Context: an optimization exercise on an open-source flow, tuned for small area, a short achievable clock period and few clock cycles per item. The choices shown serve that exercise and are no tape-out recipe.
At most, simulation tests tie the RTL to the original design; equivalence was not proved.
For run 2, only the layout was checked, not whether the RTL still works.
Power and IR drop assume default switching activity.

**design/flow/constraint.sdc**
```tcl
create_clock -name core_clock -period 8.0 [get_ports {clock}]
set_input_delay 1.6000 -clock core_clock [delete_from_list [all_inputs] [get_ports {clock}]]
set_output_delay 1.6000 -clock core_clock [all_outputs]
set_load 0.01 [all_outputs]
```
**design/flow/run.sh**
```bash
#!/bin/bash
# synth_recipe.tcl (not shown) runs the flow's synth.tcl, then flattens the netlist and writes it again
# the make line also repeats each setting of config.mk as NAME=value (left out here)
make -C /OpenROAD-flow-scripts/flow DESIGN_CONFIG=/design/flow/config.mk WORK_HOME=/design/flow/orfs CLKGATE_MAP_FILE= SYNTH_SCRIPT=/design/flow/synth_recipe.tcl finish
```
**design/flow/config.mk**
```make
export PLATFORM = sky130hd
export DESIGN_NAME = door_brightness_state_machine
export DESIGN_NICKNAME = door_brightness_state_machine
export VERILOG_FILES = /design/flow/design.v
export SDC_FILE = /design/flow/constraint.sdc
export NUM_CORES = 4
export LEC_CHECK = 0
export CAP_MARGIN = 20
export CORE_MARGIN = 2
export CORE_UTILIZATION = 40
export SETUP_SLACK_MARGIN = 4
export SLEW_MARGIN = 20
```
**design/flow/design.v**
```verilog
package dbsm_pkg;
   localparam int WINDOW_SIZE_DEF   = 8;
   localparam int DROP_RATIO_DEF    = 179;
   localparam int WINDOW_SIZE_MAX   = 32;
   localparam int LUMA_W            = 16;
   localparam int FILL_MAX_W        = $clog2(WINDOW_SIZE_MAX + 1);
   localparam int COUNT_W           = 8;
   localparam int CSR_INDEX_W       = 3;
   localparam logic [1:0] MODE_CLOSED  = 2'd0;
   localparam logic [1:0] MODE_OPENING = 2'd1;
   localparam logic [1:0] MODE_OPEN    = 2'd2;
   localparam logic [1:0] MODE_CLOSING = 2'd3;
   localparam logic [2:0] EV_NONE    = 3'd0;
   localparam logic [2:0] EV_OPENED  = 3'd1;
   localparam logic [2:0] EV_GUARD   = 3'd2;
   localparam logic [2:0] EV_RESUMED = 3'd3;
   localparam logic [2:0] EV_CLOSED  = 3'd4;
   localparam logic [CSR_INDEX_W-1:0] CSR_OPENING_CANDIDATE = 3'd0;
   localparam logic [CSR_INDEX_W-1:0] CSR_OPEN_LIGHT        = 3'd1;
   localparam logic [CSR_INDEX_W-1:0] CSR_OPEN_CONFIRM      = 3'd2;
   localparam logic [CSR_INDEX_W-1:0] CSR_CLOSE_CONFIRM     = 3'd3;
   localparam logic [CSR_INDEX_W-1:0] CSR_CLOSING_GUARD     = 3'd4;
   localparam logic [CSR_INDEX_W-1:0] CSR_CLOSING_DARK      = 3'd5;
   localparam logic [CSR_INDEX_W-1:0] CSR_REFERENCE_LUMA    = 3'd6;
   localparam logic [CSR_INDEX_W-1:0] CSR_REFERENCE_DARK    = 3'd7;
   typedef struct packed {
      logic                  push;
      logic                  restart;
      logic                  sort_en;
      logic                  sort_odd;
      logic                  capture;
      logic [LUMA_W-1:0]     value;
      logic [FILL_MAX_W-1:0] fill;
   } win_cmd_type;
   function automatic logic [COUNT_W-1:0] sat_inc8(input logic [COUNT_W-1:0] v);
      sat_inc8 = (v == {COUNT_W{1'b1}}) ? v : v + 1'b1;
   endfunction
endpackage
import dbsm_pkg::*;
module door_brightness_state_machine
(
   input  logic                   clock,
   input  logic                   reset,
   input  logic                   req_tvalid,
   output logic                   req_tready,
   input  logic [31:0]            req_tdata,   
   output logic                   rsp_tvalid,
   input  logic                   rsp_tready,
   output logic [23:0]            rsp_tdata,   
   input  logic                   csr_valid,
   output logic                   csr_ready,
   input  logic [CSR_INDEX_W-1:0] csr_index,
   input  logic [15:0]            csr_data
);
   localparam int W = 8;
   logic [15:0] ocl_ff, oll_ff, cgl_ff, cdf_ff, rul_ff, rdl_ff;
   logic [7:0]  ocf_ff, ccf_ff;
   logic        v1_ff;
   logic [15:0] l1_ff;
   logic        f_cdf_ff, f_rdl_ff;
   logic [1:0]  mode_ff;
   logic [7:0]  cnt_ff;
   logic [2:0]  wptr_ff;
   logic        full_ff;
   logic [15:0] v_ff [W];
   logic [2:0]  rk_ff [W];
   logic        v2_ff, wchg2_ff;
   logic        run2_ff;
   logic [2:0]  ev2_ff;
   logic        rsp_valid_ff;
   logic        run_ff;
   logic [2:0]  ev_ff;
   logic [1:0]  mode3_ff;
   logic [15:0] ref_ff;
   logic [15:0] q_ff;
   logic        qnz_ff, qchg_ff;
   logic [15:0] luma, dark;
   logic        accept, adv3, adv2, step, stall;
   assign luma       = req_tdata[15:0];
   assign dark       = req_tdata[31:16];
   assign csr_ready  = 1'b1;
   assign adv3       = !rsp_valid_ff || rsp_tready;
   assign adv2       = !v2_ff || adv3;
   assign req_tready = !v1_ff || (adv2 && !stall);
   assign accept     = req_tvalid && req_tready;
   assign step       = v1_ff && adv2 && !stall;
   always_ff @(posedge clock) begin
      if (reset) begin
         ocl_ff <= 16'd10240;
         oll_ff <= 16'd15360;
         ocf_ff <= 8'd3;
         ccf_ff <= 8'd3;
         cgl_ff <= 16'd7680;
         cdf_ff <= 16'd45875;
         rul_ff <= 16'd15360;
         rdl_ff <= 16'd19661;
      end else if (csr_valid) begin
         case (csr_index)
            3'd0: ocl_ff <= csr_data;
            3'd1: oll_ff <= csr_data;
            3'd2: ocf_ff <= csr_data[7:0];
            3'd3: ccf_ff <= csr_data[7:0];
            3'd4: cgl_ff <= csr_data;
            3'd5: cdf_ff <= csr_data;
            3'd6: rul_ff <= csr_data;
            default: rdl_ff <= csr_data;
         endcase
      end
   end
   always_ff @(posedge clock) begin
      if (reset) begin
         v1_ff <= 1'b0;
      end else if (req_tready) begin
         v1_ff <= req_tvalid;
      end
   end
   always_ff @(posedge clock) begin
      if (req_tready) begin
         l1_ff    <= luma;
         f_cdf_ff <= (dark >= cdf_ff);
         f_rdl_ff <= (dark <= rdl_ff);
      end
   end
   logic [15:0] thr;
   logic        f_ge, f_cgl, closing;
   logic [7:0]  inc, cnt_lim;
   logic        cnt_hit;
   logic [1:0]  mode_d;
   logic        run_d, push_d, restart_d;
   logic [2:0]  ev_d;
   always_comb begin
      case (mode_ff)
         2'd0:    thr = ocl_ff;
         2'd1:    thr = oll_ff;
         default: thr = rul_ff;
      endcase
   end
   assign f_ge    = (l1_ff >= thr);
   assign f_cgl   = (l1_ff <= cgl_ff);
   assign stall   = f_cdf_ff && mode_ff[1] && ((v2_ff && wchg2_ff) || qchg_ff);
   assign closing = qnz_ff && f_cgl && f_cdf_ff && (l1_ff <= q_ff);
   assign inc     = (cnt_ff == 8'hFF) ? cnt_ff : cnt_ff + 8'd1;
   assign cnt_lim = mode_ff[1] ? ccf_ff : ocf_ff;
   assign cnt_hit = (inc >= cnt_lim);
   always_comb begin
      mode_d    = mode_ff;
      run_d     = 1'b0;
      push_d    = 1'b0;
      restart_d = 1'b0;
      ev_d      = 3'd0;
      case (mode_ff)
         2'd0: begin
            if (f_ge) mode_d = 2'd1;
         end
         2'd1: begin
            if (f_ge) begin
               if (cnt_hit) begin
                  mode_d    = 2'd2;
                  restart_d = 1'b1;
                  ev_d      = 3'd1;
               end
            end else begin
               mode_d = 2'd0;
            end
         end
         2'd2: begin
            if (closing) begin
               mode_d = 2'd3;
               ev_d   = 3'd2;
            end else begin
               run_d  = 1'b1;
               push_d = f_ge && f_rdl_ff;
            end
         end
         default: begin
            if (closing) begin
               if (cnt_hit) begin
                  mode_d = 2'd0;
                  ev_d   = 3'd4;
               end
            end else begin
               mode_d = 2'd2;
               ev_d   = 3'd3;
            end
         end
      endcase
   end
   logic [W-1:0] kk, valid, gt, dn;
   logic [2:0]   rk_k, rk_l;
   logic [2:0]   rk_new [W];
   always_comb begin
      rk_k = rk_ff[wptr_ff];
      rk_l = '0;
      for (int i = 0; i < W; i++) begin
         kk[i]    = (wptr_ff == 3'(i));
         valid[i] = full_ff || (3'(i) < wptr_ff);
         gt[i]    = !valid[i] || (v_ff[i] > l1_ff);
         dn[i]    = (rk_ff[i] > rk_k);
         rk_l     = rk_l + {2'b00, !kk[i] && !gt[i]};
      end
      for (int i = 0; i < W; i++) begin
         if (kk[i])              rk_new[i] = rk_l;
         else if (gt[i] && !dn[i]) rk_new[i] = rk_ff[i] + 3'd1;
         else if (dn[i] && !gt[i]) rk_new[i] = rk_ff[i] - 3'd1;
         else                      rk_new[i] = rk_ff[i];
      end
   end
   always_ff @(posedge clock) begin
      if (reset) begin
         mode_ff <= 2'd0;
         wptr_ff <= 3'd0;
         full_ff <= 1'b0;
      end else if (step) begin
         mode_ff <= mode_d;
         if (restart_d) begin
            wptr_ff <= 3'd1;
            full_ff <= 1'b0;
         end else if (push_d) begin
            wptr_ff <= wptr_ff + 3'd1;
            if (wptr_ff == 3'd7) full_ff <= 1'b1;
         end
      end
   end
   always_ff @(posedge clock) begin
      if (step) begin
         cnt_ff <= mode_ff[0] ? inc : 8'd1;
         if (restart_d) begin
            v_ff[0] <= l1_ff;
            for (int i = 0; i < W; i++) rk_ff[i] <= 3'(i);
         end else if (push_d) begin
            for (int i = 0; i < W; i++) begin
               if (kk[i]) v_ff[i] <= l1_ff;
               rk_ff[i] <= rk_new[i];
            end
         end
      end
   end
   logic [2:0]   lo, hi;
   logic         empty;
   logic [15:0]  med_lo, med_hi, med;
   logic [16:0]  med_sum;
   always_comb begin
      empty = !full_ff && (wptr_ff == 3'd0);
      if (full_ff) begin
         lo = 3'd3;
         hi = 3'd4;
      end else begin
         lo = (wptr_ff - 3'd1) >> 1;
         hi = wptr_ff >> 1;
      end
      med_lo = '0;
      med_hi = '0;
      for (int i = 0; i < W; i++) begin
         if (rk_ff[i] == lo) med_lo = med_lo | v_ff[i];
         if (rk_ff[i] == hi) med_hi = med_hi | v_ff[i];
      end
   end
   assign med_sum = {1'b0, med_lo} + {1'b0, med_hi};
   assign med     = empty ? 16'd0 : med_sum[16:1];
   always_ff @(posedge clock) begin
      if (reset) begin
         v2_ff        <= 1'b0;
         rsp_valid_ff <= 1'b0;
         qchg_ff      <= 1'b0;
      end else begin
         if (adv2) v2_ff <= step;
         if (adv3) rsp_valid_ff <= v2_ff;
         qchg_ff <= adv3 && v2_ff && wchg2_ff;
      end
   end
   always_ff @(posedge clock) begin
      if (adv2) begin
         wchg2_ff <= restart_d || push_d;
         run2_ff  <= run_d;
         ev2_ff   <= ev_d;
      end
      if (adv3 && v2_ff) begin
         ref_ff   <= med;
         mode3_ff <= mode_ff;
         run_ff   <= run2_ff;
         ev_ff    <= ev2_ff;
      end
   end
   logic [17:0] ref3;
   logic [24:0] prod;
   assign ref3 = {1'b0, ref_ff, 1'b0} + {2'b00, ref_ff};
   assign prod = {2'b00, ref_ff, 7'd0} + {3'b000, ref3, 4'd0} + {7'd0, ref3};
   always_ff @(posedge clock) begin
      q_ff   <= prod[23:8];
      qnz_ff <= |ref_ff;
   end
   assign rsp_tvalid = rsp_valid_ff;
   assign rsp_tdata  = {2'b00, ref_ff, ev_ff, run_ff, mode3_ff};
endmodule
```
==> run notes, run 1 <==
The tools report the floorplan core area as 57,900 um2. In this run the power density over the cells is 159 nW/um2. For the worst max-slew margin expressed relative to the limit, the log shows 38.3%. The worst setup path is launched from a register. The largest individual stage delay along the critical path comes from the cell fa_2. Measured along the x axis, the die boundary spans 246 um. The critical path buffer and inverter count was 3. After the last flow step, the layout net total stands at 3,054.

The average instance in the mapped netlist occupies 9.60 um2. The fraction of power spent switching nets is 26.3%. The share of total power dissipated in the clock network is 39.5%. The tree is rooted in a clkbuf_16.

The measured slew at the worst slew-check pin is 926 ps, and the maximum clock insertion buffer count is 3. The tools report the total net switching power as 1.22 mW. The number of non-filler instances in the completed layout came out at 3,444. Timing analysis after detailed placement gives a worst setup slack of 1820 ps.

The most frequent cell on the critical path was o21a_1. For the static leakage, the log shows 11.7 nW. Synthesis inferred 344 register bits. Clock tree synthesis found a total of 344 sinks. The first detailed-routing pass took 10 iterations. Global routing used 26.0% of the available tracks.

The run gives 0 ps as the sum of negative setup slack. Setup repair after global routing could not meet its margin everywhere. The largest single stage delay on the critical path is 670 ps. The proportion of power drawn by flip-flops and latches is 42.5%.

The first global-routing pass estimated 120,000 um of wire. The logs give 3,216 for the number of instances in the placed design and 0 for the number of hold violations in the final report. The start-to-end type of the worst setup path is register to register. The number of endpoints failing setup at the final stage came out at 0. Fill cells in the final layout number 5,288. After detailed routing, the average wire length per cell comes to 23.5 um. The tools report the CTS buffer count as 38. For the worst endpoint data arrival time, the log shows 5630 ps. The worst path meets setup with 2660 ps of slack. After technology mapping, the gate count stands at 2,447.

Required time of the critical path: 8290 ps. The final hold slack was 427 ps; the clock-pin slew on the worst setup and hold paths was 60 ps. The number of violations of the max-capacitance limit was 0. The number of enable flip-flop cells after synthesis works out to 205. The share of synthesized area occupied by flip-flops and latches is 38.0%, and the area of the die is 60,700 um2.

The overflow left after global routing was 0; the final clock skew was 27.0 ps. The via count was 20,500; the final non-filler cell area was 29,100 um2. At the end of routability-driven placement, the weighted congestion stood at 0.914.

In the routed design, unresolved DRC markers number 0. The floorplan die height was 246 um. TritonCTS built the clock tree.

The area growth from synthesis to layout is 23.8%. Among all flip-flop cells after synthesis, the most frequent one is edfxtp_1. During placement, the flow inserted port buffers numbering 79.

The starting density of the core is 40.6%, and the final core area utilization is 50.2%. The routed design has 81,000 um of wire. For the initial antenna violation count, the log shows 1.

The worst hold path belongs to the class register to register. Achievable frequency: 0.187 GHz. During I/O placement, the number of pins put on the boundary was 83. Walking the worst path, the cells encountered are ha_4, nor2b_4, o21a_1, o21a_1, o21a_1, o21a_1, o21a_1, o21a_1, o21a_1, o2111ai_4, and3_4, fa_1, inv_2, fa_1, inv_1, fa_1, ha_4, inv_2, fa_2, nor2_1, a21oi_1, nor2_1. Counting distinct cell types in the post-synthesis netlist gives 88. At the later pin of the worst-skew pair, clock insertion delay measures 550 ps.

The maximum net fanout on the critical path came out at 8. For the netlist area before placement, the log shows 23,500 um2. The number of antenna diodes in the final layout is 0. Proportion of register bits with asynchronous set or reset after synthesis: 0%. The worst IR drop on VDD came out at 139 uV. Cell row count: 88. STA classifies the critical path endpoint as a register. Hold repair after CTS inserted 0 buffers.

In the routed layout, each cell is associated on average with a via count of 5.96. For the post-place instance area, the log shows 25,400 um2. The flow ran to the end and the layout has no timing, DRC or antenna violations. Once detail routing completed, the nets flagged for antenna violations numbered 0. Entering global routing, the biggest net connects 91 pins. The count of H-tree levels built during CTS was 2; the post-layout total power was 4.64 mW.

Of the available clock period, the critical path in the final layout requires 66.7%. The wire-length estimate of the detail-placed layout is 55,700 um. The run gives 3.42 mW as the internal power.

The logs give 20,000 for the via count of the first global-routing pass and 4 for the count of synthesis-stage warnings from yosys. The routed design could run at a clock period as short as 5340 ps. In this design, the largest share of critical-path delay is due to adder cells. After the first detailed-routing iteration, the DRC count stood at 2,221. Per report_power, the combinational group accounts for 17.9% of the total. Cells with a size suffix above 1 make up 17.2% of the layout.

The final-report max-slew violation count came out at 0.
==> cell usage in the layout, fill, tap and decap left out, drive strengths merged, types with 15 or more instances in the layout <==
cell type / instances
a222oi: 58
buf: 194
o21a: 69
xnor2: 52
nand3b: 23
a22oi: 37
a21oi: 178
nand4: 55
a22o: 22
nand3: 77
o211ai: 17
a21o: 61
fa: 25
a211o: 15
and2: 18
clkbuf: 56
inv: 156
nor3: 41
ha: 323
a211oi: 15
a31oi: 22
nand2b: 29
o21ai: 61
nand2: 295
clkdlybuf4s50: 76
dfxtp: 139
xor2: 26
nor2: 121
nor2b: 49
edfxtp: 205
==> synthesized netlist by cell type (36+ instances only) <==
library cell	instances	share of area, %
nand2_1	294	4.7
clkbuf_1	74	1.2
a22oi_1	36	1.2
a21oi_1	178	3.8
edfxtp_1	205	26
o21a_1	69	2.2
o21ai_0	59	1.3
xnor2_1	52	1.9
nor2b_1	49	1.3
nand4_1	55	1.5
dfxtp_1	139	12
nor2_1	121	1.9
nand3_1	75	1.6
ha_1	323	17
a222oi_1	58	2.5
inv_1	161	2.6
nor3_1	40	0.85
a21o_1	61	1.9
==> path summary, 6_finish.rpt <==
kind,to,start,cells past startpoint,slack (ps)
setup / recovery,rk_ff[5][1]$_SDFFCE_PP0P_,v_ff[3][1]$_DFFE_PP_,22,2660
hold / removal,ev_ff[1]$_DFFE_PP_,ev2_ff[1]$_DFFE_PN_,0,430
setup reg to reg,rk_ff[5][1]$_SDFFCE_PP0P_,v_ff[3][1]$_DFFE_PP_,22,2660
hold reg to reg,ev_ff[1]$_DFFE_PP_,ev2_ff[1]$_DFFE_PN_,0,430
==> sequential cells by signal (all words and copies together), names as in the netlist, 8 cells and up <==
signal and count:
cnt_ff 8, ref_ff 16, oll_ff 16, cgl_ff 16
ocl_ff 16, ccf_ff 8, ocf_ff 8, l1_ff 16
q_ff 16, v_ff 128, cdf_ff 16, rk_ff 24
rul_ff 16, rdl_ff 16
==> power groups by stage <==
stage	clock [mW]	combinational (mW)	sequential (mW)
6_report	1.83	0.832	1.97
5_1_grt	1.92	0.916	1.98
4_1_cts	1.85	0.753	1.97
3_5_place_dp	0	0.676	2.02
3_3_place_gp	0	0.651	2.02
2_1_floorplan	0	0.475	2.01
==> cells by family after synthesis <==
| group | count (synthesis) | share of synthesized area (%) |
|---|---|---|
| buffers and inverters | 274 | 4.67 |
| other | 2 | 0.0320 |
| AO/OA/AOI/OAI | 614 | 18.3 |
| XOR/XNOR | 77 | 2.95 |
| flip-flops | 344 | 38.0 |
| adder cells (fa/ha/maj) | 348 | 19.3 |
| AND/OR/NAND/NOR | 775 | 16.1 |
| multiplexers | 13 | 0.565 |
==> layer usage <==
metal / up-vias / part of all wire [%] / global-route usage (%)
met4: 2 / 3.1 / 8.06
met2: 933 / 46 / 42.8
met3: 176 / 8.8 / 5.05
li1: 9450 / - / -
met1: 9957 / 42 / 34.4
met5: - / 0.016 / 0
==> cell type report <==
| cell class | count | area (um2) | area share (%) |
|---|---|---|---|
| clock inverter | 13 | 188 | 0.645 |
| sequential | 344 | 8950 | 30.8 |
| timing repair buffer | 271 | 2550 | 8.75 |
| inverter | 163 | 651 | 2.24 |
| clock buffer | 56 | 1110 | 3.82 |
| tap | 765 | 957 | 3.29 |
| multi-input combinational | 1832 | 14700 | 50.5 |
==> repair_timing <==
action                                  CTS  global route
pin swaps                                81            48
gates cloned                              5             1
resized for setup                       152            91
setup buffers                            98            55
endpoints found under the setup margin  215           193
Testbench counts, summed over its fixed seeds: cycles 4,978, items 4,800.
==> run 2, diff against run 1 <==
--- a/design/flow/design.v
+++ b/design/flow/design.v
@@ -57,5 +57,5 @@
    logic [7:0]  ocf_ff, ccf_ff;
-   logic        v1_ff;
-   logic [15:0] l1_ff;
-   logic        f_cdf_ff, f_rdl_ff;
+   logic        va_ff, vb_ff;
+   logic [15:0] la_ff, lb_ff;
+   logic        cdfa_ff, rdla_ff, cdfb_ff, rdlb_ff;
    logic [1:0]  mode_ff;
@@ -64,4 +64,4 @@
    logic        full_ff;
-   logic [15:0] v_ff [W];
-   logic [2:0]  rk_ff [W];
+   logic [15:0] s_ff [W];
+   logic [2:0]  t_ff [W];
    logic        v2_ff, wchg2_ff;
@@ -77,2 +77,3 @@
    logic [15:0] luma, dark;
+   logic        in_cdf, in_rdl;
    logic        accept, adv3, adv2, step, stall;
@@ -81,7 +82,7 @@
    assign csr_ready  = 1'b1;
+   assign req_tready = !vb_ff;
+   assign accept     = req_tvalid && !vb_ff;
    assign adv3       = !rsp_valid_ff || rsp_tready;
    assign adv2       = !v2_ff || adv3;
-   assign req_tready = !v1_ff || (adv2 && !stall);
-   assign accept     = req_tvalid && req_tready;
-   assign step       = v1_ff && adv2 && !stall;
+   assign step       = va_ff && adv2 && !stall;
    always_ff @(posedge clock) begin
@@ -109,7 +110,16 @@
    end
+   assign in_cdf = (dark >= cdf_ff);
+   assign in_rdl = (dark <= rdl_ff);
    always_ff @(posedge clock) begin
       if (reset) begin
-         v1_ff <= 1'b0;
-      end else if (req_tready) begin
-         v1_ff <= req_tvalid;
+         va_ff <= 1'b0;
+         vb_ff <= 1'b0;
+      end else begin
+         if (step) begin
+            va_ff <= vb_ff || accept;
+            vb_ff <= 1'b0;
+         end else if (accept) begin
+            va_ff <= 1'b1;
+            vb_ff <= va_ff;
+         end
       end
@@ -117,6 +127,17 @@
    always_ff @(posedge clock) begin
-      if (req_tready) begin
-         l1_ff    <= luma;
-         f_cdf_ff <= (dark >= cdf_ff);
-         f_rdl_ff <= (dark <= rdl_ff);
+      if (step || !va_ff) begin
+         if (vb_ff) begin
+            la_ff   <= lb_ff;
+            cdfa_ff <= cdfb_ff;
+            rdla_ff <= rdlb_ff;
+         end else begin
+            la_ff   <= luma;
+            cdfa_ff <= in_cdf;
+            rdla_ff <= in_rdl;
+         end
+      end
+      if (!vb_ff) begin
+         lb_ff   <= luma;
+         cdfb_ff <= in_cdf;
+         rdlb_ff <= in_rdl;
       end
@@ -137,6 +158,6 @@
    end
-   assign f_ge    = (l1_ff >= thr);
-   assign f_cgl   = (l1_ff <= cgl_ff);
-   assign stall   = f_cdf_ff && mode_ff[1] && ((v2_ff && wchg2_ff) || qchg_ff);
-   assign closing = qnz_ff && f_cgl && f_cdf_ff && (l1_ff <= q_ff);
+   assign f_ge    = (la_ff >= thr);
+   assign f_cgl   = (la_ff <= cgl_ff);
+   assign stall   = cdfa_ff && mode_ff[1] && ((v2_ff && wchg2_ff) || qchg_ff);
+   assign closing = qnz_ff && f_cgl && cdfa_ff && (la_ff <= q_ff);
    assign inc     = (cnt_ff == 8'hFF) ? cnt_ff : cnt_ff + 8'd1;
@@ -171,3 +192,3 @@
                run_d  = 1'b1;
-               push_d = f_ge && f_rdl_ff;
+               push_d = f_ge && rdla_ff;
             end
@@ -187,20 +208,29 @@
    end
-   logic [W-1:0] kk, valid, gt, dn;
-   logic [2:0]   rk_k, rk_l;
-   logic [2:0]   rk_new [W];
+   logic [W-1:0] valid, hit, m, lt, blt;
+   logic [W-1:0] sp, ss, sn, sl;
+   function automatic logic lt16(input logic [15:0] a, input logic [15:0] b);
+      logic [1:0] n [31];
+      for (int i = 0; i < 16; i++) n[i] = {a[i] & ~b[i], ~a[i] & b[i]};
+      for (int i = 0; i < 15; i++) begin
+         n[16+i] = {n[2*i+1][1] | (~n[2*i+1][0] & n[2*i][1]),
+                    n[2*i+1][0] | (~n[2*i+1][1] & n[2*i][0])};
+      end
+      lt16 = n[30][0];
+   endfunction
    always_comb begin
-      rk_k = rk_ff[wptr_ff];
-      rk_l = '0;
-      for (int i = 0; i < W; i++) begin
-         kk[i]    = (wptr_ff == 3'(i));
-         valid[i] = full_ff || (3'(i) < wptr_ff);
-         gt[i]    = !valid[i] || (v_ff[i] > l1_ff);
-         dn[i]    = (rk_ff[i] > rk_k);
-         rk_l     = rk_l + {2'b00, !kk[i] && !gt[i]};
-      end
-      for (int i = 0; i < W; i++) begin
-         if (kk[i])              rk_new[i] = rk_l;
-         else if (gt[i] && !dn[i]) rk_new[i] = rk_ff[i] + 3'd1;
-         else if (dn[i] && !gt[i]) rk_new[i] = rk_ff[i] - 3'd1;
-         else                      rk_new[i] = rk_ff[i];
+      for (int j = 0; j < W; j++) begin
+         valid[j] = full_ff || (3'(j) < wptr_ff);
+         hit[j]   = full_ff ? (t_ff[j] == wptr_ff) : (3'(j) == wptr_ff);
+         lt[j]    = valid[j] && lt16(s_ff[j], la_ff);
+      end
+      m[0] = hit[0];
+      for (int j = 1; j < W; j++) m[j] = m[j-1] | hit[j];
+      for (int j = 0; j < W; j++) blt[j] = (j < W - 1) ? (m[j] ? lt[j+1] : lt[j]) : 1'b0;
+      for (int j = 0; j < W; j++) begin
+         logic below;
+         below = (j == 0) || blt[(j == 0) ? 0 : j - 1];
+         sl[j] = step && (restart_d ? (j == 0) : (push_d && !blt[j] && below));
+         sn[j] = step && !restart_d && push_d && blt[j] && m[j];
+         sp[j] = step && !restart_d && push_d && !blt[j] && !below && !m[(j == 0) ? 0 : j - 1];
+         ss[j] = !sl[j] && !sn[j] && !sp[j];
       end
@@ -226,10 +256,13 @@
          cnt_ff <= mode_ff[0] ? inc : 8'd1;
-         if (restart_d) begin
-            v_ff[0] <= l1_ff;
-            for (int i = 0; i < W; i++) rk_ff[i] <= 3'(i);
-         end else if (push_d) begin
-            for (int i = 0; i < W; i++) begin
-               if (kk[i]) v_ff[i] <= l1_ff;
-               rk_ff[i] <= rk_new[i];
-            end
+      end
+   end
+   always_ff @(posedge clock) begin
+      begin
+         for (int j = 0; j < W; j++) begin
+            s_ff[j] <= ({16{sl[j]}} & la_ff) | ({16{ss[j]}} & s_ff[j]) |
+                       ({16{sn[j]}} & s_ff[(j == W - 1) ? j : j + 1]) |
+                       ({16{sp[j]}} & s_ff[(j == 0) ? 0 : j - 1]);
+            t_ff[j] <= ({3{sl[j]}} & (restart_d ? 3'd0 : wptr_ff)) | ({3{ss[j]}} & t_ff[j]) |
+                       ({3{sn[j]}} & t_ff[(j == W - 1) ? j : j + 1]) |
+                       ({3{sp[j]}} & t_ff[(j == 0) ? 0 : j - 1]);
          end
@@ -237,20 +270,20 @@
    end
-   logic [2:0]   lo, hi;
-   logic         empty;
-   logic [15:0]  med_lo, med_hi, med;
-   logic [16:0]  med_sum;
+   logic [15:0] med_lo, med_hi, med;
+   logic [16:0] med_sum;
+   logic        empty;
    always_comb begin
-      empty = !full_ff && (wptr_ff == 3'd0);
-      if (full_ff) begin
-         lo = 3'd3;
-         hi = 3'd4;
-      end else begin
-         lo = (wptr_ff - 3'd1) >> 1;
-         hi = wptr_ff >> 1;
-      end
-      med_lo = '0;
-      med_hi = '0;
-      for (int i = 0; i < W; i++) begin
-         if (rk_ff[i] == lo) med_lo = med_lo | v_ff[i];
-         if (rk_ff[i] == hi) med_hi = med_hi | v_ff[i];
+      empty  = !full_ff && (wptr_ff == 3'd0);
+      med_lo = s_ff[3];
+      med_hi = s_ff[4];
+      if (!full_ff) begin
+         case (wptr_ff)
+            3'd1:    begin med_lo = s_ff[0]; med_hi = s_ff[0]; end
+            3'd2:    begin med_lo = s_ff[0]; med_hi = s_ff[1]; end
+            3'd3:    begin med_lo = s_ff[1]; med_hi = s_ff[1]; end
+            3'd4:    begin med_lo = s_ff[1]; med_hi = s_ff[2]; end
+            3'd5:    begin med_lo = s_ff[2]; med_hi = s_ff[2]; end
+            3'd6:    begin med_lo = s_ff[2]; med_hi = s_ff[3]; end
+            3'd7:    begin med_lo = s_ff[3]; med_hi = s_ff[3]; end
+            default: begin med_lo = 16'd0;   med_hi = 16'd0;   end
+         endcase
       end
@@ -258,3 +291,3 @@
    assign med_sum = {1'b0, med_lo} + {1'b0, med_hi};
-   assign med     = empty ? 16'd0 : med_sum[16:1];
+   assign med     = med_sum[16:1];
    always_ff @(posedge clock) begin
--- a/design/flow/config.mk
+++ b/design/flow/config.mk
@@ -10,3 +10,3 @@
 export CORE_UTILIZATION = 40
-export SETUP_SLACK_MARGIN = 4
+export SETUP_SLACK_MARGIN = 3
 export SLEW_MARGIN = 20
==> run 2 against run 1 <==
- synthesized cell count rose by 8.7%
- register-to-register slack better by 530 ps
- sequential cell count increased by 19
- highest routed layer is now met4
==> run notes, run 2 <==
Netlist area before placement: 22,300 um2 (was 23,500 um2). The area added between synthesis and finish came out at 15.3% (was 23.8%). The via count came out at 20,500 (about the same). The post-place instance area is 23,700 um2 (was 25,400 um2). The register bit count reported by yosys works out to 363 (was 344). The post-synthesis average cell area works out to 8.40 um2 (was 9.60 um2).

The logs give 0 (unchanged) for the number of antenna repair diodes and 0 (was 1) for the initial antenna violation count. The flop-to-flop setup slack came out at 3190 ps (was 2660 ps). The logs give 25,800 um2 (was 29,100 um2) for the final non-filler cell area and 2 (unchanged) for the count of H-tree levels built during CTS.

The worst reg2reg path endpoint is q_ff[14]$_DFF_P_ (was rk_ff[5][1]$_SDFFCE_PP0P_). The tools report the required time of the critical path as 8440 ps (was 8290 ps). Top library cells by usage in the layout, fill and taps aside: 465 x nand2_1, 305 x dfxtp_1, 216 x a21oi_1 (was 300 x ha_1, 288 x nand2_1, 205 x edfxtp_1). Biggest registers after layout: s_ff x128, t_ff x24 (was v_ff x128, rk_ff x24). The run gives 2,919 (was 3,054) as the final layout net count.

The final hold slack is 437 ps (was 427 ps), and the CTS buffer count is 42 (was 38). The number of nets still failing antenna checks after routing is 0 (unchanged). The worst-case hold path end point is run_ff$_DFFE_PP_ (was ev_ff[1]$_DFFE_PP_).

The CTS root buffer was clkbuf_16 (unchanged). For the final-report max-slew violation count, the log shows 0 (unchanged). The floorplan core area is 55,200 um2 (was 57,900 um2). The cell row count came out at 86 (was 88). For the static leakage, the log shows 10.3 nW (was 11.7 nW). The number of instances in the placed design was 3,366 (was 3,216).

The flow ran to the end and the layout has no timing, DRC or antenna violations. The number of top-level design ports was 83 (unchanged); the maximum net fanout on the critical path was 3 (was 8). For the area of the die, the log shows 57,700 um2 (was 60,700 um2).

Startpoint kind of the worst setup timing path: a register (unchanged). The number of cells on the worst hold path was 0 (unchanged). The total global routing track utilization came out at 24.3% (was 26.0%).

The logs give 46.7% (was 50.2%) for the final core area utilization and 40.5% (was 40.6%) for the starting density of the core. The floorplan die height was 240 um (was 246 um). Slowest library cell on the worst path: fa_1 (was fa_2).

Ranking of synthesized cells by area: dfxtp_1 28%, ha_1 8.9%, nand2_1 7.8% (was edfxtp_1 26%, ha_1 17%, dfxtp_1 12%). Setup repair after global routing left no endpoint under its margin. The tools report the sum of routed wire length over all layers as 70,900 um (was 81,000 um).

Top cells by count, synth: 465 x nand2_1, 310 x dfxtp_1, 227 x a21oi_1 (was 323 x ha_1, 294 x nand2_1, 205 x edfxtp_1). Most common cell after layout, fill and taps aside: nand2_1 (was ha_1). The maximum number of pins on one net before global-route repair was 96 (was 91); the clock-pin slew on the worst setup and hold paths was 60 ps (about the same).

The number of violations of the max-capacitance limit was 0 (unchanged). The cell with the most instances after synthesis is nand2_1 (was ha_1). The class of the tightest hold or removal check is register to register (unchanged). The start-to-end type of the worst setup path was register to register (unchanged).

The tools report the relative contribution of the clock network to total power as 38.2% (was 39.5%). The final critical delay including setup and external delays came out at 4810 ps (was 5340 ps). Leading area contributor after synthesis: dfxtp_1 (was edfxtp_1). The tools report the via count of the first global-routing pass as 20,000 (about the same). The flip-flop cell with the highest count after synthesis is dfxtp_1 (was edfxtp_1).

The longest individual stage delay on the worst path is 510 ps (was 670 ps), and the worst IR drop on VDD is 150 uV (was 139 uV). The run gives 11.5 ps (was 27.0 ps) as the final clock skew. The most frequent cell on the critical path was a21oi_2 (was o21a_1). The run gives 41.6% (was 42.5%) as the proportion of power drawn by flip-flops and latches.

The first-pass GRT wire length is 111,000 um (was 120,000 um). The first-pass detailed-route iteration total came out at 9 (was 10). The depth of the most critical reg-to-reg path was 21 (was 22); the number of endpoints failing setup at the final stage was 0 (unchanged). The measured slew at the worst slew-check pin works out to 1170 ps (was 926 ps). The share of the clock period used by the worst path after layout works out to 60.1% (was 66.7%). The tools report the total net switching power as 1.53 mW (was 1.22 mW).

The number of DRC violations after detailed routing is 0 (unchanged). Combinational share of power: 20.2% (was 17.9%). For the cell count after synthesis, the log shows 2,659 (was 2,447).

The number of non-filler instances in the completed layout was 3,472 (was 3,444). The number of distinct library cells after synthesis is 90 (was 88). Count of buffers from port buffering: 79 (unchanged). Cells along the critical path: buf_4, ha_1, a21o_1, a21oi_2, o21bai_1, a21oi_2, o21bai_1, a21oi_2, o21ai_2, o41ai_2, buf_4, xnor2_1, fa_1, ha_1, nand3_2, nor3_4, nor2_4, a2111oi_4, a211o_1, o41ai_4, xor2_1 (was ha_4, nor2b_4, o21a_1, o21a_1, o21a_1, o21a_1, o21a_1, o21a_1, o21a_1, o2111ai_4, and3_4, fa_1, inv_2, fa_1, inv_1, fa_1, ha_4, inv_2, fa_2, nor2_1, a21oi_1, nor2_1). The internal power was 3.54 mW (was 3.42 mW); the overflow left after global routing was 0 (unchanged).

The fraction of final layout cells sized beyond drive strength 1 is 9.18% (was 17.2%). The last weighted congestion value of the routability-driven placer is 0.942 (was 0.914), and the share of synthesized area occupied by flip-flops and latches is 34.9% (was 38.0%). The number of hold violations in the final report came out at 0 (unchanged).

The power density normalized to cell area was 197 nW/um2 (was 159 nW/um2). The area share of the largest cell type after synthesis works out to 27.8% (was 26.2%). The achievable frequency was 0.208 GHz (was 0.187 GHz); the number of flip-flops in the largest register was 128 (unchanged). For the latest clock arrival within the worst-skew pair, the log shows 580 ps (was 550 ps). The maximum clock insertion buffer count was 3 (unchanged). The critical hold path startpoint is run2_ff$_SDFFCE_PN0N_ (was ev2_ff[1]$_DFFE_PN_).

The worst max-slew margin expressed relative to the limit was 21.8% (was 38.3%). The clock net sink count is 363 (was 344). The average wire per standard cell came out at 20.4 um (was 23.5 um). The number of enable flip-flop cells after synthesis works out to 53 (was 205).

The worst endpoint data arrival time was 5250 ps (was 5630 ps). The proportion of register bits with asynchronous set or reset after synthesis works out to 0% (unchanged). The sum of negative setup slack was 0 ps (unchanged). The nature of the critical path endpoint is a register (unchanged). The count of synthesis-stage warnings from yosys is 11 (was 4).

The overall die width was 240 um (was 246 um); the fraction of power spent switching nets was 30.2% (was 26.3%). TritonCTS built the clock tree. Ratio of routed vias to standard cells: 5.91 (was 5.96). Register with the highest flop count: s_ff (was v_ff). The logs give 2,107 (was 2,221) for the DRC violation total after the first TritonRoute iteration and 49,900 um (was 55,700 um) for the HPWL after detailed placement. The startpoint of the worst-slack reg-to-reg timing path is ref_ff[1]$_DFFE_PP_ (was v_ff[3][1]$_DFFE_PP_).
## run 2: worst max-delay path: cells and delay by family, from the launching register on
family	cells	cell delay (ps)
compound gates	11	1840
fa+ha+maj	3	1170
flops	1	440
simple gates	3	430
xor+xnor	2	410
buf+inv	2	360
## run 2: how the worst max path moves through the flow
stage	slack, ps	end	cells after the start	from
2_1_floorplan	3010	q_ff[15]$_DFF_P_	20	ref_ff[1]$_DFFE_PP_
5_1_grt	2920	q_ff[13]$_DFF_P_	22	ref_ff[1]$_DFFE_PP_
6_report	3190	q_ff[14]$_DFF_P_	21	ref_ff[1]$_DFFE_PP_
4_1_cts	2950	s_ff[4][13]$_DFF_P_	16	mode_ff[1]$_SDFFE_PP0P_
3_5_place_dp	1610	s_ff[4][13]$_DFF_P_	16	mode_ff[1]$_SDFFE_PP0P_
3_3_place_gp	1960	s_ff[4][14]$_DFF_P_	16	mode_ff[1]$_SDFFE_PP0P_
## run 2: cell families after synthesis
logic type               count (synthesis)  share of synthesized area (%)
adder cells (fa/ha/maj)                219                           12.2
multiplexers                            49                           2.30
other                                    2                         0.0336
AO/OA/AOI/OAI                          799                           25.3
AND/OR/NAND/NOR                        835                           17.0
flip-flops                             363                           34.9
buffers and inverters                  333                           5.94
XOR/XNOR                                59                           2.31
## run 2: layout make-up
cell class | count | area, um2
fill | 5301 | 29400
multi-input combinational | 1964 | 13600
sequential | 363 | 7800
timing repair buffer | 148 | 1390
clock buffer | 52 | 1130
tap | 748 | 936
inverter | 172 | 646
clock inverter | 25 | 241
## run 2: layer usage
layer | vias to the layer above | track usage, % | share of wire [%]
met1 | 9884 | 29.8 | 41
met5 | - | 0 | 0
met4 | 0 | 10.3 | 4.0
li1 | 9698 | - | -
met2 | 765 | 42.0 | 49
met3 | 182 | 3.79 | 6.3
## run 2: stage by stage
stage,total power [mW],setup slack (ps)
2_1_floorplan,2.76,3010
3_3_place_gp,3.03,1960
3_5_place_dp,3.06,1610
4_1_cts,5.04,2950
5_1_grt,5.31,2920
6_report,5.07,3190
## run 2: timing repair
| item | CTS | global route |
|---|---|---|
| pin swaps | 13 | 26 |
| endpoints found under the setup margin | 165 | 161 |
| buffers inserted | 16 | 13 |
| gates resized for setup | 40 | 43 |
| hold buffers | 0 | 0 |
## run 2: power groups by stage
stage	Clock [mW]	Sequential, mW	Combinational [mW]
floorplan	0	2.11	0.648
global placement	0	2.14	0.885
detailed placement	0	2.14	0.913
CTS	1.98	2.11	0.952
global route	2.05	2.12	1.14
finish	1.94	2.11	1.02
==> run 3, diff against run 2 <==
--- a/design/flow/design.v
+++ b/design/flow/design.v
@@ -57,7 +57,13 @@
    logic [7:0]  ocf_ff, ccf_ff;
+   typedef struct packed {
+      logic [15:0] l;
+      logic        ocl;    
+      logic        oll;    
+      logic        cg;     
+      logic        pu;     
+   } req_type;
    logic        va_ff, vb_ff;
-   logic [15:0] la_ff, lb_ff;
-   logic        cdfa_ff, rdla_ff, cdfb_ff, rdlb_ff;
+   req_type     a_ff, b_ff, in_req;
    logic [1:0]  mode_ff;
-   logic [7:0]  cnt_ff;
+   logic [7:0]  c1_ff;     
    logic [2:0]  wptr_ff;
@@ -77,3 +83,2 @@
    logic [15:0] luma, dark;
-   logic        in_cdf, in_rdl;
    logic        accept, adv3, adv2, step, stall;
@@ -110,4 +115,7 @@
    end
-   assign in_cdf = (dark >= cdf_ff);
-   assign in_rdl = (dark <= rdl_ff);
+   assign in_req.l   = luma;
+   assign in_req.ocl = (luma >= ocl_ff);
+   assign in_req.oll = (luma >= oll_ff);
+   assign in_req.cg  = (luma <= cgl_ff) && (dark >= cdf_ff);
+   assign in_req.pu  = (luma >= rul_ff) && (dark <= rdl_ff);
    always_ff @(posedge clock) begin
@@ -127,22 +135,7 @@
    always_ff @(posedge clock) begin
-      if (step || !va_ff) begin
-         if (vb_ff) begin
-            la_ff   <= lb_ff;
-            cdfa_ff <= cdfb_ff;
-            rdla_ff <= rdlb_ff;
-         end else begin
-            la_ff   <= luma;
-            cdfa_ff <= in_cdf;
-            rdla_ff <= in_rdl;
-         end
-      end
-      if (!vb_ff) begin
-         lb_ff   <= luma;
-         cdfb_ff <= in_cdf;
-         rdlb_ff <= in_rdl;
-      end
-   end
-   logic [15:0] thr;
-   logic        f_ge, f_cgl, closing;
-   logic [7:0]  inc, cnt_lim;
+      if (step || !va_ff) a_ff <= vb_ff ? b_ff : in_req;
+      if (!vb_ff)         b_ff <= in_req;
+   end
+   logic        closing;
+   logic [7:0]  cnt_lim;
    logic        cnt_hit;
@@ -151,16 +144,6 @@
    logic [2:0]  ev_d;
-   always_comb begin
-      case (mode_ff)
-         2'd0:    thr = ocl_ff;
-         2'd1:    thr = oll_ff;
-         default: thr = rul_ff;
-      endcase
-   end
-   assign f_ge    = (la_ff >= thr);
-   assign f_cgl   = (la_ff <= cgl_ff);
-   assign stall   = cdfa_ff && mode_ff[1] && ((v2_ff && wchg2_ff) || qchg_ff);
-   assign closing = qnz_ff && f_cgl && cdfa_ff && (la_ff <= q_ff);
-   assign inc     = (cnt_ff == 8'hFF) ? cnt_ff : cnt_ff + 8'd1;
+   assign stall   = a_ff.cg && mode_ff[1] && ((v2_ff && wchg2_ff) || qchg_ff);
+   assign closing = qnz_ff && a_ff.cg && (a_ff.l <= q_ff);
    assign cnt_lim = mode_ff[1] ? ccf_ff : ocf_ff;
-   assign cnt_hit = (inc >= cnt_lim);
+   assign cnt_hit = (c1_ff >= cnt_lim);
    always_comb begin
@@ -173,6 +156,6 @@
          2'd0: begin
-            if (f_ge) mode_d = 2'd1;
+            if (a_ff.ocl) mode_d = 2'd1;
          end
          2'd1: begin
-            if (f_ge) begin
+            if (a_ff.oll) begin
                if (cnt_hit) begin
@@ -192,3 +175,3 @@
                run_d  = 1'b1;
-               push_d = f_ge && rdla_ff;
+               push_d = a_ff.pu;
             end
@@ -223,3 +206,3 @@
          hit[j]   = full_ff ? (t_ff[j] == wptr_ff) : (3'(j) == wptr_ff);
-         lt[j]    = valid[j] && lt16(s_ff[j], la_ff);
+         lt[j]    = valid[j] && lt16(s_ff[j], a_ff.l);
       end
@@ -255,3 +238,3 @@
       if (step) begin
-         cnt_ff <= mode_ff[0] ? inc : 8'd1;
+         c1_ff <= !mode_ff[0] ? 8'd2 : (c1_ff == 8'hFF) ? c1_ff : c1_ff + 8'd1;
       end
@@ -261,3 +244,3 @@
          for (int j = 0; j < W; j++) begin
-            s_ff[j] <= ({16{sl[j]}} & la_ff) | ({16{ss[j]}} & s_ff[j]) |
+            s_ff[j] <= ({16{sl[j]}} & a_ff.l) | ({16{ss[j]}} & s_ff[j]) |
                        ({16{sn[j]}} & s_ff[(j == W - 1) ? j : j + 1]) |
--- a/design/flow/config.mk
+++ b/design/flow/config.mk
@@ -10,3 +10,3 @@
 export CORE_UTILIZATION = 40
-export SETUP_SLACK_MARGIN = 3
+export SETUP_SLACK_MARGIN = 4
 export SLEW_MARGIN = 20
==> run 3 against run 2 <==
- utilization rose by 1.3 points
- sequential cell count grew 4
- routed wire length grew 5.8%
- setup slack got worse by 280 ps
- clock power down 2%
- combinational power grew 11%
- largest power group unchanged
==> run notes, run 3 <==
The first-pass GRT wire length is 116,000 um (was 111,000 um). The area added between synthesis and finish came out at 19.0% (was 15.3%). The latest clock arrival within the worst-skew pair is 600 ps (was 580 ps). The final-report max-slew violation count was 0 (unchanged). The average wire per standard cell is 21.0 um (was 20.4 um). The tools report the flop-to-flop setup slack as 2910 ps (was 3190 ps).

Biggest registers after layout: s_ff x128, t_ff x24 (unchanged). The run gives 0 (unchanged) as the number of DRC violations after detailed routing. The nature of the critical path endpoint is a register (unchanged). For the last weighted congestion value of the routability-driven placer, the log shows 0.927 (was 0.942). The area used by multi-input combinational logic is 14,500 um2 (was 13,600 um2).

The final critical delay including setup and external delays was 5090 ps (was 4810 ps); the fraction of met1 tracks used by global routing was 31.1% (was 29.8%). The peak-usage layer in the global routing report is met2 (unchanged). Most common cell after layout, fill and taps aside: nand2_1 (unchanged).

The logs give 3,392 (was 3,366) for the number of instances in the placed design and 57,600 um2 (was 55,200 um2) for the floorplan core area. The cell row count was 88 (was 86). The share of synthesized area occupied by flip-flops and latches was 34.0% (was 34.9%); the CTS buffer count was 42 (unchanged). The ratio of routed vias to standard cells is 5.98 (was 5.91). The number of enable flip-flop cells after synthesis came out at 55 (was 53).

Top library cells by usage in the layout, fill and taps aside: 315 x nand2_1, 308 x dfxtp_1, 198 x inv_1 (was 465 x nand2_1, 305 x dfxtp_1, 216 x a21oi_1). For the post-place instance area, the log shows 24,700 um2 (was 23,700 um2). The class of the tightest hold or removal check is register to register (unchanged). The post-synthesis average cell area came out at 8.72 um2 (was 8.40 um2). The number of non-filler instances in the completed layout came out at 3,568 (was 3,472). The maximum net fanout on the critical path came out at 4 (was 3). The run gives 3,029 (was 2,919) as the final layout net count. The start-to-end type of the worst setup path was register to register (unchanged).

The area of the die is 60,000 um2 (was 57,700 um2). For the sum of routed wire length over all layers, the log shows 75,100 um (was 70,900 um). Cts-stage hold buffer count: 0 (unchanged). The tools report the post-layout total power as 5.16 mW (was 5.07 mW). The register with the highest flop count was s_ff (unchanged). The tools report the number of nets still failing antenna checks after routing as 0 (unchanged).

The tools report the number of antenna repair diodes as 0 (unchanged). For the number of distinct library cells after synthesis, the log shows 97 (was 90). Setup repair after global routing could not meet its margin everywhere. The initial antenna violation count was 0 (unchanged); the total global routing track utilization was 24.2% (was 24.3%). The logs give 8510 ps (was 8440 ps) for the required time of the critical path and 0 (unchanged) for the number of endpoints failing setup at the final stage. The final clock skew was 29.0 ps (was 11.5 ps); the HPWL after detailed placement was 52,100 um (was 49,900 um). The achievable frequency came out at 0.197 GHz (was 0.208 GHz). The measured slew at the worst slew-check pin came out at 1020 ps (was 1170 ps). The run finished with no timing, DRC or antenna violations. The CTS root buffer was clkbuf_16 (unchanged). The logs give 20,900 (was 20,000) for the via count of the first global-routing pass and 150 uV (about the same) for the worst IR drop on VDD. The clock net sink count was 367 (was 363); the register bit count reported by yosys was 367 (was 363).

The overall die width was 245 um (was 240 um); the clock-pin slew on the worst setup and hold paths was 60 ps (about the same). The cell with the most instances after synthesis was nand2_1 (unchanged). For the number of top-level design ports, the log shows 83 (unchanged). The count of synthesis-stage warnings from yosys is 11 (unchanged), and the cell count after synthesis is 2,665 (was 2,659).

TritonCTS built the clock tree. The tools report the number of violations of the max-capacitance limit as 0 (unchanged). Proportion of register bits with asynchronous set or reset after synthesis: 0% (unchanged). Share of the clock period used by the worst path after layout: 63.6% (was 60.1%). The via count is 21,300 (was 20,500), and the number of flip-flops in the largest register is 128 (unchanged). The area share of the largest cell type after synthesis came out at 26.9% (was 27.8%). The worst max-slew margin expressed relative to the limit came out at 32.0% (was 21.8%). The tools report the startpoint kind of the worst setup timing path as a register (unchanged).

Maximum clock insertion buffer count: 3 (unchanged). The final core area utilization was 48.0% (was 46.7%). Top cells by count, synth: 322 x nand2_1, 312 x dfxtp_1, 202 x inv_1 (was 465 x nand2_1, 310 x dfxtp_1, 227 x a21oi_1). Flip-flop cell with the highest count after synthesis: dfxtp_1 (unchanged).

The area used by sequential logic in the layout is 7910 um2 (was 7800 um2), and the worst endpoint data arrival time is 5590 ps (was 5250 ps). The logs give 5,476 (was 5,301) for the fill cell total of the finished layout and 78 (was 96) for the maximum number of pins on one net before global-route repair. The run gives 2,271 (was 2,107) as the DRC violation total after the first TritonRoute iteration.

The run gives 27,600 um2 (was 25,800 um2) as the final non-filler cell area. The global-route track usage on met2 is 41.0% (was 42.0%). Power density normalized to cell area: 187 nW/um2 (was 197 nW/um2).

Ranking of synthesized cells by area: dfxtp_1 27%, ha_1 10%, edfxtp_1 7.1% (was dfxtp_1 28%, ha_1 8.9%, nand2_1 7.8%). The tools report the starting density of the core as 40.3% (was 40.5%). Netlist area before placement: 23,200 um2 (was 22,300 um2). Leading area contributor after synthesis: dfxtp_1 (unchanged). Overflow left after global routing: 0 (unchanged).

The floorplan die height was 245 um (was 240 um); the static leakage was 11.3 nW (was 10.3 nW). The sum of negative setup slack came out at 0 ps (unchanged). The count of H-tree levels built during CTS is 2 (unchanged).

The global-route met3 utilization was 3.35% (was 3.79%). The number of hold violations in the final report is 0 (unchanged), and the fraction of final layout cells sized beyond drive strength 1 is 13.2% (was 9.18%). The count of buffers from port buffering is 79 (unchanged), and the first-pass detailed-route iteration total is 11 (was 9).
run 3: cell count changes after synthesis, sizes merged, moves of 26 or more:
cell / previous run / this run
ha: 159 / 191
a21o: 27 / 64
clkbuf: 125 / 96
a22oi: 42 / 16
a21oi: 227 / 184
a22o: 56 / 122
nand2: 465 / 322
inv: 169 / 203
run 3: cells by family (layout without fill, tap and decap cells):
logic type / count (synthesis) / in the layout / share of synthesized area, %
DFF: 367 / 367 / 34.0
adders and majority gates: 244 / 244 / 13.2
muxes: 46 / 46 / 2.07
buffers and inverters: 364 / 499 / 6.45
xor gates and xnor gates: 62 / 62 / 2.34
AOI/OAI and AO/OA: 853 / 855 / 27.1
other: 2 / 3 / 0.0323
and+or+nand+nor: 727 / 727 / 14.8
run 3: metal layers:
| layer | part of all wire, % | vias to the layer above | routed length, um |
|---|---|---|---|
| met4 | 4.0 | 0 | 2970 |
| met5 | 0 | - | 0 |
| met2 | 47 | 841 | 35400 |
| met3 | 6.4 | 204 | 4820 |
| met1 | 42 | 10300 | 31800 |
| li1 | - | 9979 | - |
run 3: per-stage QoR:
step / hold slack (ps) / setup slack [ps]
after floorplan: 400 / 3050
after global placement: 433 / 2610
after detailed placement: 442 / 2640
after CTS: 454 / 3020
after global routing: 470 / 2670
final: 453 / 2910
run 3: area by class of cell:
type                    count  area share (%)
clock buffers              60            4.12
clock inverters            18           0.720
inverters                 208            2.88
multi-input cells        1937            52.6
flip-flops and latches    367            28.6
well taps                 765            3.46
repair buffers            213            7.57
run 3: worst paths after layout:
kind                               start                     end  depth (start not counted)
setup / recovery     ref_ff[1]$_DFFE_PP_        q_ff[14]$_DFF_P_                         23
hold / removal    ocl_ff[5]$_SDFFE_PP0P_  ocl_ff[5]$_SDFFE_PP0P_                          2
setup reg to reg     ref_ff[1]$_DFFE_PP_        q_ff[14]$_DFF_P_                         23
hold reg to reg   ocl_ff[5]$_SDFFE_PP0P_  ocl_ff[5]$_SDFFE_PP0P_                          2
run 3: timing repair:
action	in CTS	in global routing
gates cloned	4	2
gates resized for setup	84	64
setup buffers	58	34
pin swaps	37	26
setup endpoints to repair	175	171
run 3: worst max-delay path, stage by stage, from the launching register on:
cell and delay, ps:
edfxtp_1 440, buf_4 170, ha_1 280, a21o_1 170, a21oi_2 170, nor2b_1 70
o21a_1 190, nor3_2 150, o31ai_1 150, o41ai_2 330, buf_4 180, o21bai_1 60
a21oi_1 260, xnor2_2 180, fa_1 460, ha_1 370, o21ai_2 80, nand2b_1 100
a21oi_2 140, o21a_1 180, o21ai_2 70, or4_4 450, a31oi_4 200, xnor2_1 130
run 3: report_power, final:
group          total (mW)  switching, mW  internal [mW]
combinational        1.13          0.623          0.509
clock                1.90          0.833           1.07
sequential           2.13          0.118           2.01
Testbench counts of run 3, summed over its fixed seeds: cycles 4,961, items 4,800.
==> run 4, diff against run 3 <==
--- a/design/flow/design.v
+++ b/design/flow/design.v
@@ -38,2 +38,17 @@
 endpackage
+module dbsm_lt16 (
+   input  logic [15:0] a,
+   input  logic [15:0] b,
+   output logic        lt
+);
+   logic [1:0] n [31];
+   always_comb begin
+      for (int i = 0; i < 16; i++) n[i] = {a[i] & ~b[i], ~a[i] & b[i]};
+      for (int i = 0; i < 15; i++) begin
+         n[16+i] = {n[2*i+1][1] | (~n[2*i+1][0] & n[2*i][1]),
+                    n[2*i+1][0] | (~n[2*i+1][1] & n[2*i][0])};
+      end
+   end
+   assign lt = n[30][0];
+endmodule
 import dbsm_pkg::*;
@@ -80,4 +95,5 @@
    logic [15:0] ref_ff;
+   logic [17:0] r3_ff;
    logic [15:0] q_ff;
-   logic        qnz_ff, qchg_ff;
+   logic        qnz_ff, qchg_ff, qchg2_ff;
    logic [15:0] luma, dark;
@@ -115,7 +131,14 @@
    end
+   logic lt_ocl, lt_oll, gt_cgl, lt_cdf, lt_rul, gt_rdl;
+   dbsm_lt16 u_ocl (.a(luma),   .b(ocl_ff), .lt(lt_ocl));
+   dbsm_lt16 u_oll (.a(luma),   .b(oll_ff), .lt(lt_oll));
+   dbsm_lt16 u_cgl (.a(cgl_ff), .b(luma),   .lt(gt_cgl));
+   dbsm_lt16 u_cdf (.a(dark),   .b(cdf_ff), .lt(lt_cdf));
+   dbsm_lt16 u_rul (.a(luma),   .b(rul_ff), .lt(lt_rul));
+   dbsm_lt16 u_rdl (.a(rdl_ff), .b(dark),   .lt(gt_rdl));
    assign in_req.l   = luma;
-   assign in_req.ocl = (luma >= ocl_ff);
-   assign in_req.oll = (luma >= oll_ff);
-   assign in_req.cg  = (luma <= cgl_ff) && (dark >= cdf_ff);
-   assign in_req.pu  = (luma >= rul_ff) && (dark <= rdl_ff);
+   assign in_req.ocl = !lt_ocl;
+   assign in_req.oll = !lt_oll;
+   assign in_req.cg  = !gt_cgl && !lt_cdf;
+   assign in_req.pu  = !lt_rul && !gt_rdl;
    always_ff @(posedge clock) begin
@@ -144,4 +167,6 @@
    logic [2:0]  ev_d;
-   assign stall   = a_ff.cg && mode_ff[1] && ((v2_ff && wchg2_ff) || qchg_ff);
-   assign closing = qnz_ff && a_ff.cg && (a_ff.l <= q_ff);
+   assign stall   = a_ff.cg && mode_ff[1] && ((v2_ff && wchg2_ff) || qchg_ff || qchg2_ff);
+   logic q_lt_l;
+   dbsm_lt16 u_q (.a(q_ff), .b(a_ff.l), .lt(q_lt_l));
+   assign closing = qnz_ff && a_ff.cg && !q_lt_l;
    assign cnt_lim = mode_ff[1] ? ccf_ff : ocf_ff;
@@ -193,11 +218,6 @@
    logic [W-1:0] sp, ss, sn, sl;
-   function automatic logic lt16(input logic [15:0] a, input logic [15:0] b);
-      logic [1:0] n [31];
-      for (int i = 0; i < 16; i++) n[i] = {a[i] & ~b[i], ~a[i] & b[i]};
-      for (int i = 0; i < 15; i++) begin
-         n[16+i] = {n[2*i+1][1] | (~n[2*i+1][0] & n[2*i][1]),
-                    n[2*i+1][0] | (~n[2*i+1][1] & n[2*i][0])};
-      end
-      lt16 = n[30][0];
-   endfunction
+   logic [W-1:0] lt_raw;
+   for (genvar j = 0; j < W; j++) begin : g_lt
+      dbsm_lt16 u_lt (.a(s_ff[j]), .b(a_ff.l), .lt(lt_raw[j]));
+   end
    always_comb begin
@@ -206,3 +226,3 @@
          hit[j]   = full_ff ? (t_ff[j] == wptr_ff) : (3'(j) == wptr_ff);
-         lt[j]    = valid[j] && lt16(s_ff[j], a_ff.l);
+         lt[j]    = valid[j] && lt_raw[j];
       end
@@ -280,2 +300,3 @@
          qchg_ff      <= 1'b0;
+         qchg2_ff     <= 1'b0;
       end else begin
@@ -283,3 +304,4 @@
          if (adv3) rsp_valid_ff <= v2_ff;
-         qchg_ff <= adv3 && v2_ff && wchg2_ff;
+         qchg_ff  <= adv3 && v2_ff && wchg2_ff;
+         qchg2_ff <= qchg_ff;
       end
@@ -299,7 +321,6 @@
    end
-   logic [17:0] ref3;
    logic [24:0] prod;
-   assign ref3 = {1'b0, ref_ff, 1'b0} + {2'b00, ref_ff};
-   assign prod = {2'b00, ref_ff, 7'd0} + {3'b000, ref3, 4'd0} + {7'd0, ref3};
+   assign prod = {2'b00, ref_ff, 7'd0} + {3'b000, r3_ff, 4'd0} + {7'd0, r3_ff};
    always_ff @(posedge clock) begin
+      r3_ff  <= {1'b0, ref_ff, 1'b0} + {2'b00, ref_ff};
       q_ff   <= prod[23:8];
--- a/design/flow/config.mk
+++ b/design/flow/config.mk
@@ -12 +12,3 @@
 export SLEW_MARGIN = 20
+export SYNTH_HIERARCHICAL = 1
+export TNS_END_PERCENT = 0
==> run 4 against run 3 <==
- still clean
- final area is 0.15% higher
- register-to-register slack better by 1100 ps
- cell count is 0.28% higher
- combinational power is 12% lower
- area after synthesis is 2.5% higher
- sequential share of layout area is 1.3 points higher
- clock skew is 3.4 ps lower
- critical path type unchanged
- largest cell class unchanged
- highest routed layer is now met5
==> run notes, run 4 <==
The flow ran to the end and the layout has no timing, DRC or antenna violations. The initial antenna violation count is 3 (was 0), and the worst IR drop on VDD is 145 uV (was 150 uV). The maximum number of pins on one net before global-route repair came out at 77 (was 78). The register bit count reported by yosys is 386 (was 367). The depth of the most critical reg-to-reg path is 13 (was 23), and the number of hold violations in the final report is 0 (unchanged).

Slowest library cell on the worst path: edfxtp_1 (was fa_1). The number of enable flip-flop cells after synthesis was 55 (unchanged). Worst-case hold path end point: ev_ff[1]$_DFFE_PP_ (was ocl_ff[5]$_SDFFE_PP0P_). The power density normalized to cell area is 196 nW/um2 (was 187 nW/um2). Biggest registers after layout: s_ff x128, t_ff x24 (unchanged). Netlist area before placement: 23,800 um2 (was 23,200 um2). The number of violations of the max-capacitance limit was 0 (unchanged). The leading area contributor after synthesis is dfxtp_1 (unchanged). The post-layout total power was 5.42 mW (was 5.16 mW); the number of flip-flops in the largest register was 128 (unchanged). Maximum clock insertion buffer count: 3 (unchanged). The worst slack after detailed placement is 1950 ps (was 2640 ps), and the first-pass GRT wire length is 116,000 um (about the same). The most common cell after layout, fill and taps aside was nand2_1 (unchanged). The number of distinct library cells after synthesis is 93 (was 97), and the required time of the critical path is 8460 ps (was 8510 ps). The area of the die was 61,500 um2 (was 60,000 um2); the flop-to-flop setup slack was 4030 ps (was 2910 ps). The tools report the overflow left after global routing as 0 (unchanged).

Among the stages of the critical path, the cell type that occurs most often is maj3_2. The area share of the largest cell type after synthesis came out at 27.8% (was 26.9%). The floorplan die height is 248 um (was 245 um).

The tools report the worst reg2reg path endpoint as s_ff[2][8]$_DFF_P_ (was q_ff[14]$_DFF_P_). The post-synthesis average cell area came out at 8.86 um2 (was 8.72 um2). The startpoint of the worst-slack reg-to-reg timing path was a_ff[9]$_DFFE_PP_ (was ref_ff[1]$_DFFE_PP_). Maximum net fanout on the critical path: 20 (was 4). The total global routing track utilization is 23.8% (was 24.2%), and the clock-pin slew on the worst setup and hold paths is 60 ps (about the same). The static leakage is 10.6 nW (was 11.3 nW), and the count of buffers from port buffering is 79 (unchanged). The cell with the most instances after synthesis is nand2_1 (unchanged).

The latest clock arrival within the worst-skew pair came out at 600 ps (about the same). TritonCTS built the clock tree. The run gives 386 (was 367) as the clock net sink count. Top library cells by usage in the layout, fill and taps aside: 357 x nand2_1, 328 x dfxtp_1, 195 x inv_1 (was 315 x nand2_1, 308 x dfxtp_1, 198 x inv_1).

Top cells by count, synth: 360 x nand2_1, 331 x dfxtp_1, 195 x inv_1 (was 322 x nand2_1, 312 x dfxtp_1, 202 x inv_1). The number of top-level design ports is 83 (unchanged), and the count of H-tree levels built during CTS is 2 (unchanged). The first-pass detailed-route iteration total is 7 (was 11), and the CTS buffer count is 45 (was 42).

The measured slew at the worst slew-check pin came out at 955 ps (was 1020 ps). Final critical delay including setup and external delays: 3970 ps (was 5090 ps). The area used by multi-input combinational logic was 14,500 um2 (about the same); the HPWL after detailed placement was 52,100 um (about the same). The number of nets still failing antenna checks after routing is 0 (unchanged). Class of the tightest hold or removal check: register to register (unchanged).

Register with the highest flop count: s_ff (unchanged). Number of DRC violations after detailed routing: 0 (unchanged). The area added between synthesis and finish works out to 16.3% (was 19.0%). The run gives 4030 ps (was 2910 ps) as the minimum setup slack in the final design.

The sum of negative setup slack was 0 ps (unchanged); the count of synthesis-stage warnings from yosys was 13 (was 11). The average wire per standard cell came out at 21.0 um (about the same). The run gives 89 (was 88) as the cell row count.

Setup repair after global routing could not meet its margin everywhere. The flip-flop cell with the highest count after synthesis is dfxtp_1 (unchanged). The critical hold path startpoint was ev2_ff[1]$_DFFE_PN_ (was ocl_ff[5]$_SDFFE_PP0P_). The worst max-slew margin expressed relative to the limit is 35.9% (was 32.0%). Share of synthesized area occupied by flip-flops and latches: 34.8% (was 34.0%).

The floorplan core area is 58,900 um2 (was 57,600 um2), and the via count of the first global-routing pass is 20,800 (was 20,900). The final clock skew came out at 25.6 ps (was 29.0 ps). The run gives 0.888 (was 0.927) as the last weighted congestion value of the routability-driven placer. The sum of routed wire length over all layers is 75,000 um (was 75,100 um), and the DRC violation total after the first TritonRoute iteration is 1,983 (was 2,271). The starting density of the core is 40.4% (was 40.3%), and the longest individual stage delay on the worst path is 480 ps (was 460 ps). Number of endpoints failing setup at the final stage: 0 (unchanged). The final layout net count was 2,918 (was 3,029); the via count was 21,300 (about the same). The fill cell total of the finished layout came out at 5,617 (was 5,476).

Final-report max-slew violation count: 0 (unchanged). The number of cells on the worst hold path was 0 (was 2); the overall die width was 248 um (was 245 um). The CTS root buffer is clkbuf_16 (unchanged). The fraction of final layout cells sized beyond drive strength 1 was 11.5% (was 13.2%); the proportion of register bits with asynchronous set or reset after synthesis was 0% (unchanged). Ranking of synthesized cells by area: dfxtp_1 28%, edfxtp_1 6.9%, maj3_1 5.7% (was dfxtp_1 27%, ha_1 10%, edfxtp_1 7.1%). The share of the clock period used by the worst path after layout was 49.6% (was 63.6%).

The nature of the critical path endpoint was a register (unchanged). Cells along the critical path: buf_4, inv_2, maj3_2, maj3_2, maj3_2, a31oi_1, nand2_1, or3_1, a211oi_2, buf_4, nor3_4, buf_12, a221o_1 (was buf_4, ha_1, a21o_1, a21oi_2, nor2b_1, o21a_1, nor3_2, o31ai_1, o41ai_2, buf_4, o21bai_1, a21oi_1, xnor2_2, fa_1, ha_1, o21ai_2, nand2b_1, a21oi_2, o21a_1, o21ai_2, or4_4, a31oi_4, xnor2_1). The logs give 4440 ps (was 5590 ps) for the worst endpoint data arrival time and 2,686 (was 2,665) for the cell count after synthesis.

The area used by sequential logic in the layout was 8290 um2 (was 7910 um2); the achievable frequency was 0.252 GHz (was 0.197 GHz). The start-to-end type of the worst setup path is register to register (unchanged). Startpoint kind of the worst setup timing path: a register (unchanged).

Ratio of routed vias to standard cells: 5.94 (was 5.98).
run 4: cell count changes after synthesis, sizes merged, moves of 25 or more:
| cell | delta |
|---|---|
| clkbuf | -25 |
| nand3 | +42 |
| nand2b | +34 |
| nor2b | +62 |
| ha | -111 |
| a32o | +34 |
| nand2 | +39 |
| a21oi | -38 |
| nor2 | -38 |
| a21o | -31 |
| o21ai | -75 |
| maj3 | +140 |
run 4: report_power, final:
part	leakage (nW)	switching [mW]	total (mW)	internal (mW)
clock network	0.748	0.875	2.16	1.29
registers	3.25	0.150	2.27	2.12
logic	6.62	0.547	0.991	0.444
run 4: Yosys stat by module (local to each module, per instance):
module / cells / area (um2) / times used / flops+latches
door_brightness_state_machine: 2011 / 19100 / 1 / 386
dbsm_lt16: 45 / 313 / 15 / 0
run 4: critical path: cells and delay by family (launching register included):
| kind | cells | cell delay (ps) |
|---|---|---|
| compound gates | 3 | 940 |
| buf+inv | 4 | 750 |
| flops | 1 | 480 |
| fa+ha+maj | 3 | 930 |
| simple gates | 3 | 720 |
run 4: timing repair:
action / CTS / global route
hold buffers: 0 / 0
buffers inserted: 32 / 18
setup endpoints to repair: 167 / 152
pin swaps: 11 / 8
gates resized for setup: 37 / 40
gates cloned: 4 / 3
run 4: area by class of cell:
class / count / share of cell area (%)
timing repair buffer: 164 / 5.86
inverter: 213 / 2.91
multi-input combinational: 1959 / 52.2
sequential: 386 / 29.9
antenna: 1 / 0.00904
tap: 773 / 3.49
clock buffer: 56 / 4.44
clock inverter: 26 / 1.12
run 4: logic make-up after synthesis:
logic type,synth area share [%]
AND/OR/NAND/NOR,18.0
AO/OA/AOI/OAI,22.7
flip-flops,34.8
buffers and inverters,6.13
adder cells (fa/ha/maj),13.1
multiplexers,3.16
XOR/XNOR,2.06
other,0.0316
run 4: metal layers:
metal | vias to the layer above | GRT usage [%] | routed length (um) | part of all wire (%)
li1 | 9967 | - | - | -
met5 | - | 0 | 18 | 0.024
met2 | 840 | 40.2 | 35400 | 47
met1 | 10300 | 30.6 | 32100 | 43
met3 | 187 | 2.88 | 4460 | 6.0
met4 | 2 | 10.0 | 3020 | 4.0
run 4: how the worst max path moves through the flow:
| stage | start | end | slack (ps) | depth (start not counted) |
|---|---|---|---|---|
| after floorplan | wptr_ff[2]$_SDFFE_PP0P_ | ref_ff[15]$_DFFE_PP_ | 4030 | 17 |
| after global placement | rsp_tready | s_ff[7][11]$_DFF_P_ | 2130 | 9 |
| after detailed placement | rsp_tready | t_ff[7][0]$_DFF_P_ | 1950 | 9 |
| after CTS | wptr_ff[1]$_SDFFE_PP0P_ | ref_ff[15]$_DFFE_PP_ | 3830 | 16 |
| after global routing | wptr_ff[1]$_SDFFE_PP0P_ | ref_ff[15]$_DFFE_PP_ | 3890 | 16 |
| final | a_ff[9]$_DFFE_PP_ | s_ff[2][8]$_DFF_P_ | 4030 | 13 |
run 4: stage by stage:
step | cell area (um2) | hold WS [ps] | cells | utilization, %
finish | 27700 | 428 | 3578 | 47.0
global route | 27700 | 445 | 3578 | 47.0
CTS | 27300 | 429 | 3555 | 46.3
detailed placement | 25200 | 408 | 3437 | 42.8
global placement | 25200 | 403 | 3436 | 42.8
floorplan | 23800 | 400 | 2687 | -
Testbench counts of run 4, summed over its fixed seeds: cycles 5,052, items 4,800.

Check on run 4: ideal ports give 4.028 ns setup slack; a clkbuf_16 on the clock port and buf_2 on the inputs give 4.028 ns; moving port delays by the midpoint clock arrival (0.643 ns) as well gives 3.527 ns.
